Background: an optimization exercise with open tools, aiming at small area and a short achievable clock period. Do not read the settings as production practice. Only simulation tests tie the RTL to the original design; equivalence was not proved. Power is estimated from default activity; no workload was simulated.

Setup of oak:
## mem_responder
module mem_responder #(
    parameter int ADDR_WIDTH  = 16,
    parameter int DEPTH_WORDS = 256,
    parameter int LATENCY     = 3
) (
    input  logic                  clk,
    input  logic                  rst_n,
    input  logic                  mem_read,
    input  logic                  mem_write,
    input  logic [1:0]            mem_byte_enable,
    input  logic [ADDR_WIDTH-1:0] mem_address,
    input  logic [15:0]           mem_wdata,
    output logic [15:0]           mem_rdata,
    output logic                  mem_resp,
    output logic                  protocol_err
);
For scale: roughly 8200 cells after synthesis, about 110000 um2 of cells after synthesis.
Settings: LEC_CHECK=0, CAP_MARGIN=20, CORE_MARGIN=2, CORE_UTILIZATION=60, CTS_CLUSTER_DIAMETER=100, CTS_CLUSTER_SIZE=25, SLEW_MARGIN=55; clock period 10.0 ns.
standard.sh (not shown) runs the stock make flow with config.mk's settings and CLKGATE_MAP_FILE= SYNTH_SCRIPT=/design/flow/synth_recipe.tcl, a recipe that flattens the netlist after the stock synthesis.
==> flow/flow/run.sh <==
#!/bin/bash
set -euo pipefail
bash standard.sh SETUP_SLACK_MARGIN=6.8 finish > standard.log 2>&1
oak reached the end of the flow, and the finished layout is clean on the timing, DRC and antenna checks.
--- input diff oak..pine ---
Settings: SLEW_MARGIN changed from 55 to 10; CAP_MARGIN changed from 20 to 10.
==> flow/flow/run.sh <==
#!/bin/bash
set -euo pipefail
bash standard.sh SETUP_SLACK_MARGIN=6.6 finish > standard.log 2>&1
## What came out
- Both conditions hold for pine: the flow ran to the end and the final layout passed the timing, DRC and antenna checks.
- Final cell count, pine and oak: higher on oak
- Per the comparison of pine with oak, fmax moved down; reported combinational group power shrank by 11%.
- [pine vs oak] placed instance area: lower in pine
- In the metrics for pine and oak, the one carrying the higher number of clock-tree buffers in the layout is pine.
- Final cell area: pine below oak
- Leakage component of the power: pine < oak
- Looking only at met1 layer usage reported by global route, and setting everything else aside, the lower value of pine and oak goes to pine.
- tsel[10] as the launch point of the critical path was reported by oak, and tsel[0] by pine.
- pine has less setup slack than oak.
- For area taken by flip-flops and latches, pine and oak come out practically identical.
- Compared with oak, pine shows relative slew slack lower by 38 points.
The following lists how birch was set up differently from pine:
Settings: CAP_MARGIN: 10 -> 20; SLEW_MARGIN: 10 -> 55.
==> flow/run.sh (new file) <==
#!/bin/bash
# synth_recipe.tcl (not shown) runs the flow's synth.tcl, then flattens the netlist and writes it again
# the make line also repeats each setting of config.mk as NAME=value (left out here)
make -C /OpenROAD-flow-scripts/flow DESIGN_CONFIG=/design/flow/config.mk WORK_HOME=/design/flow/orfs CLKGATE_MAP_FILE= SYNTH_SCRIPT=/design/flow/synth_recipe.tcl finish
removed: flow/flow/run.sh
removed: flow/standard.sh
Notes after the runs:
- Violation count after the first detailed-routing iteration for birch: 3.3% down relative to pine
- Of the two values seen for cell with the largest stage delay on the worst path, a22oi_1 was produced by birch and dfxtp_4 by pine.
- birch: shortest period the worst path allows is 1170 ps higher than what pine reported.
- Re length in cells of the worst reg-to-reg path: birch is 2 up on pine.
- birch and pine ended up with nearly the same total power per unit cell area.
- Both conditions hold for birch: the flow ran to the end and the final layout passed the timing, DRC and antenna checks.

---

job 842:
mem_responder again, from the RTL that the note above started with.
## mem_responder
module mem_responder #(
    parameter int ADDR_WIDTH  = 16,
    parameter int DEPTH_WORDS = 256,
    parameter int LATENCY     = 3
) (
    input  logic                  clk,
    input  logic                  rst_n,
    input  logic                  mem_read,
    input  logic                  mem_write,
    input  logic [1:0]            mem_byte_enable,
    input  logic [ADDR_WIDTH-1:0] mem_address,
    input  logic [15:0]           mem_wdata,
    output logic [15:0]           mem_rdata,
    output logic                  mem_resp,
    output logic                  protocol_err
);
Settings: LEC_CHECK=0, CAP_MARGIN=20, CORE_MARGIN=2, CORE_UTILIZATION=65, CTS_CLUSTER_DIAMETER=100, CTS_CLUSTER_SIZE=25, SLEW_MARGIN=15; clock period 10.0 ns.
==> flow/flow/run.sh <==
#!/bin/bash
set -euo pipefail
bash standard.sh SETUP_SLACK_MARGIN=6.5 finish > standard.log 2>&1
Input-level comparison between job 7161 and job 842:
Settings: swapping 20 for 10 in CAP_MARGIN; swapping 65 for 70 in CORE_UTILIZATION.
==> comparison <==
Completing all stages was not enough for job 7161: its layout failed the final checks because of max-capacitance violations. From job 842 to job 7161 the numbers moved as follows: total number of placement rows decreased 5, clock skew after layout essentially unchanged, final instance count without filler cells decreased 126.
Input-level comparison between job 1670 and job 7161:
Settings: changing CORE_UTILIZATION from 70 to 60.
==> run notes <==
Job 1670: all stages complete, timing, DRC and antenna checks passed. Per the comparison of job 1670 with job 7161, post-route standard cell area excluding fillers essentially unchanged, length of routed met3 wiring went down by 15%. Against job 7161, job 1670 reports a clock latency reported for the late side of the worst-skew pair that is higher. [diff] wire length reported by the detailed router, job 1670 relative to job 7161: regression. There was hardly any difference in combinational gate power between job 1670 and job 7161.

port drivers added, routing unchanged:
The results above use ideal ports. As a check the final layouts listed here were re-extracted and re-timed, cells and wires unchanged. Step 1, drivers: a clkbuf_16 drives clk and a buf_2 each remaining input, both assumed. Step 2 adds t to the input delays and takes it off the output delays; t is the mean of the earliest and latest rising clock arrival at the registers after step 1. Input paths then give back, and output paths get back, about the clock's delay inside the block. a / b / c = no drivers / after step 1 / after step 2; a / b = the first two.
run	shift t [ns]	setup WS [ns]	clock arrival spread, ns	worst slew at a driven data input, ns
oak	0.976	6.434 / 6.434 / 5.680	0.043 / 0.043	0.07
pine	0.943	6.401 / 6.401 / 5.648	0.038 / 0.038	0.08
birch	0.942	5.229 / 5.229 / 4.490	0.033 / 0.033	0.07
job 842	0.943	6.304 / 6.304 / 5.583	0.045 / 0.046	0.06
job 7161	0.935	6.246 / 6.246 / 5.508	0.046 / 0.046	0.06
job 1670	0.968	6.382 / 6.382 / 5.571	0.040 / 0.040	0.07
For job 1670, which loses most, drivers alone change the setup slack by 0.000 ns; drivers and shift together by -0.811 ns.
